Background: an optimization exercise with open tools, aiming at small area and a short achievable clock period. Do not read the settings as production practice. Function was checked by simulation only, so behaviour that the tests miss may differ from the original. Power figures rest on the tool's default switching activity, not on a simulated workload.

## instr_mem_loader
module instr_mem_loader #(
  parameter logic [7:0] LOAD_BASE      = 8'h00,
  parameter logic       ERR_ON_HI_BITS = 1'b1
) (
  input  logic       Clk,
  input  logic       Rst,
  input  logic [7:0] i_Addres_Instr_Bus,
  output logic [8:0] o_Instruction,
  input  logic       i_Load_Start,
  input  logic [7:0] i_Load_Byte,
  input  logic       i_Load_Valid,
  output logic       o_Load_Ready,
  output logic       o_Core_Hold,
  output logic       o_Load_Done,
  output logic       o_Load_Err,
  output logic [8:0] o_Load_Count
);
==> flow/config.mk <==
export PLATFORM = sky130hd
export DESIGN_NAME = instr_mem_loader
export DESIGN_NICKNAME = instr_mem_loader
export VERILOG_FILES = /design/flow/design.v
export SDC_FILE = /design/flow/constraint.sdc
export NUM_CORES = 4
export LEC_CHECK = 0
export CAP_MARGIN = 20
export CORE_MARGIN = 2
export CORE_UTILIZATION = 60
export CTS_CLUSTER_DIAMETER = 60
export CTS_CLUSTER_SIZE = 25
export PLACE_DENSITY = 0.75
export SETUP_SLACK_MARGIN = 3
export SLEW_MARGIN = 20
export SYNTH_HIERARCHICAL = 1
==> flow/constraint.sdc <==
create_clock -name core_clock -period 8.0 [get_ports {Clk}]
set_input_delay 1.6000 -clock core_clock [delete_from_list [all_inputs] [get_ports {Clk}]]
set_output_delay 1.6000 -clock core_clock [all_outputs]
set_load 0.01 [all_outputs]
standard.sh (not shown) runs the stock make flow with config.mk's settings and CLKGATE_MAP_FILE= SYNTH_SCRIPT=/design/flow/synth_recipe.tcl, a recipe that flattens the netlist after the stock synthesis.
==> flow/flow/run.sh <==
#!/bin/bash
# Own layout flow: the standard layout (standard.sh, unchanged synthesis
# and steps), with clock tree synthesis told not to add dummy loads. The tree
# keeps the same sink clustering as config.mk sets.
set -euo pipefail
export CTS_ARGS="-sink_clustering_enable -repair_clock_nets -sink_clustering_size 25 -sink_clustering_max_diameter 60 -dont_use_dummy_load"
bash standard.sh > standard_flow.log 2>&1
The first run finished with timing, DRC and antenna clean.
Next try:
==> flow/run.sh (new file) <==
#!/bin/bash
# synth_recipe.tcl (not shown) runs the flow's synth.tcl, then flattens the netlist and writes it again
# the make line also repeats each setting of config.mk as NAME=value (left out here)
make -C /OpenROAD-flow-scripts/flow DESIGN_CONFIG=/design/flow/config.mk WORK_HOME=/design/flow/orfs CLKGATE_MAP_FILE= SYNTH_SCRIPT=/design/flow/synth_recipe.tcl finish
--- a/flow/config.mk
+++ b/flow/config.mk
@@ -13 +12,0 @@
-export PLACE_DENSITY = 0.75
removed: flow/flow/run.sh
removed: flow/standard.sh
Effect:
- sequential power hardly moves
- design area goes up by 0.99%
- wire length increases by 1.9%
- count of clock-buffer cells in the layout rose by 43
- power came out higher by 9.4%
- worst hold slack gains 0.012 ns
Next try:
==> flow/flow/run.sh (new file) <==
#!/bin/bash
# Own layout flow: the standard layout (standard.sh, unchanged synthesis
# and steps), with clock tree synthesis told not to add dummy loads. The tree
# keeps the same sink clustering as config.mk sets.
set -euo pipefail
export CTS_ARGS="-sink_clustering_enable -repair_clock_nets -sink_clustering_size 25 -sink_clustering_max_diameter 60 -dont_use_dummy_load"
bash standard.sh > standard_flow.log 2>&1
==> flow/standard.sh (new file) <==
#!/bin/bash
# synth_recipe.tcl (not shown) runs the flow's synth.tcl, then flattens the netlist and writes it again
# the make line also repeats each setting of config.mk as NAME=value (left out here)
make -C /OpenROAD-flow-scripts/flow DESIGN_CONFIG=/design/flow/config.mk WORK_HOME=/design/flow/orfs CLKGATE_MAP_FILE= SYNTH_SCRIPT=/design/flow/synth_recipe.tcl "${@:-finish}"
--- a/flow/config.mk
+++ b/flow/config.mk
@@ -12,0 +13 @@
+export PLACE_DENSITY = 0.85
removed: flow/run.sh
With this change the flow reached the layout checks and failed them: capacitance limit, slew limit.
Power fell by a little under a tenth.
Routed wire length fell slightly.
Count of clock-buffer cells in the layout fell by 32.
Final cell count fell by a few percent.
Via count rose by a few percent.
Setup slack is better by 0.055 ns.
Critical path depth fell by 1.
Fmax rose slightly.
Design area fell by a few percent.
Area after synthesis stays the same.
Clock skew rose by 0.073 ns.

* * *

Another version of the RTL of instr_mem_loader (not shown whole).
Size in the first run: ~4300 cells after synthesis, ~2300 flip-flops, roughly 42 I/O pins, ~0.084 mm^2 of cells after synthesis.
==> flow/config.mk <==
export PLATFORM = sky130hd
export DESIGN_NAME = instr_mem_loader
export DESIGN_NICKNAME = instr_mem_loader
export VERILOG_FILES = /design/flow/design.v
export SDC_FILE = /design/flow/constraint.sdc
export NUM_CORES = 4
export LEC_CHECK = 0
export CAP_MARGIN = 20
export CORE_MARGIN = 2
export CORE_UTILIZATION = 60
export CTS_CLUSTER_DIAMETER = 60
export CTS_CLUSTER_SIZE = 25
export PLACE_DENSITY = 0.75
export SETUP_SLACK_MARGIN = 3
export SLEW_MARGIN = 20
export SYNTH_HIERARCHICAL = 1
==> flow/constraint.sdc <==
create_clock -name core_clock -period 8.0 [get_ports {Clk}]
set_input_delay 1.6000 -clock core_clock [delete_from_list [all_inputs] [get_ports {Clk}]]
set_output_delay 1.6000 -clock core_clock [all_outputs]
set_load 0.01 [all_outputs]
==> flow/flow/run.sh <==
#!/bin/bash
# Own layout flow: the standard layout (standard.sh, unchanged synthesis
# and steps), with clock tree synthesis told not to add dummy loads. The tree
# keeps the same sink clustering as config.mk sets.
set -euo pipefail
export CTS_ARGS="-sink_clustering_enable -repair_clock_nets -sink_clustering_size 25 -sink_clustering_max_diameter 60 -dont_use_dummy_load"
bash standard.sh > standard_flow.log 2>&1
The first run completed without violations.
Then changed:
==> flow/run.sh (new file) <==
#!/bin/bash
# synth_recipe.tcl (not shown) runs the flow's synth.tcl, then flattens the netlist and writes it again
# the make line also repeats each setting of config.mk as NAME=value (left out here)
make -C /OpenROAD-flow-scripts/flow DESIGN_CONFIG=/design/flow/config.mk WORK_HOME=/design/flow/orfs CLKGATE_MAP_FILE= SYNTH_SCRIPT=/design/flow/synth_recipe.tcl finish
PLACE_DENSITY = not set   (was 0.75)
removed: flow/flow/run.sh
removed: flow/standard.sh
The new run passed the timing, design-rule and antenna checks; setup slack got worse by 0.063 ns; flip-flop and latch count does not change; via count goes down by a few percent; critical path depth goes down by 1.

-- afterwards: timing with drivers on the ports --
How much do the figures lean on ideal ports? The routed layouts below were timed once more, with nothing changed but the port constraints.
Step 1: set_driving_cell puts a clkbuf_16 on Clk and a buf_2 on each other input, an assumption about the parent block.
Step 2 also shifts input and output timing later by t, the mid clock arrival at the registers, as if the neighbouring blocks saw the same clock.
Three values: ideal, step 1, step 2; two values: the first two.
| run | t, ns | setup slack, ns | worst data-port slew with drivers (ns) |
|---|---|---|---|
| the first run of note 1 | 0.841 | 2.257 / 1.971 / 1.971 | 0.35 |
| the second run of note 1 | 0.888 | 1.862 / 1.801 / 1.801 | 0.10 |
| the third run of note 1 | 0.870 | 1.916 / 1.730 / 1.730 | 0.24 |
| the first run of note 2 | 0.855 | 1.814 / 1.763 / 1.763 | 0.11 |
| the second run of note 2 | 0.872 | 1.751 / 1.659 / 1.659 | 0.11 |
The setup slack of the first run of note 1, which loses most, moves by -0.286 ns with the drivers and by -0.286 ns with both steps.
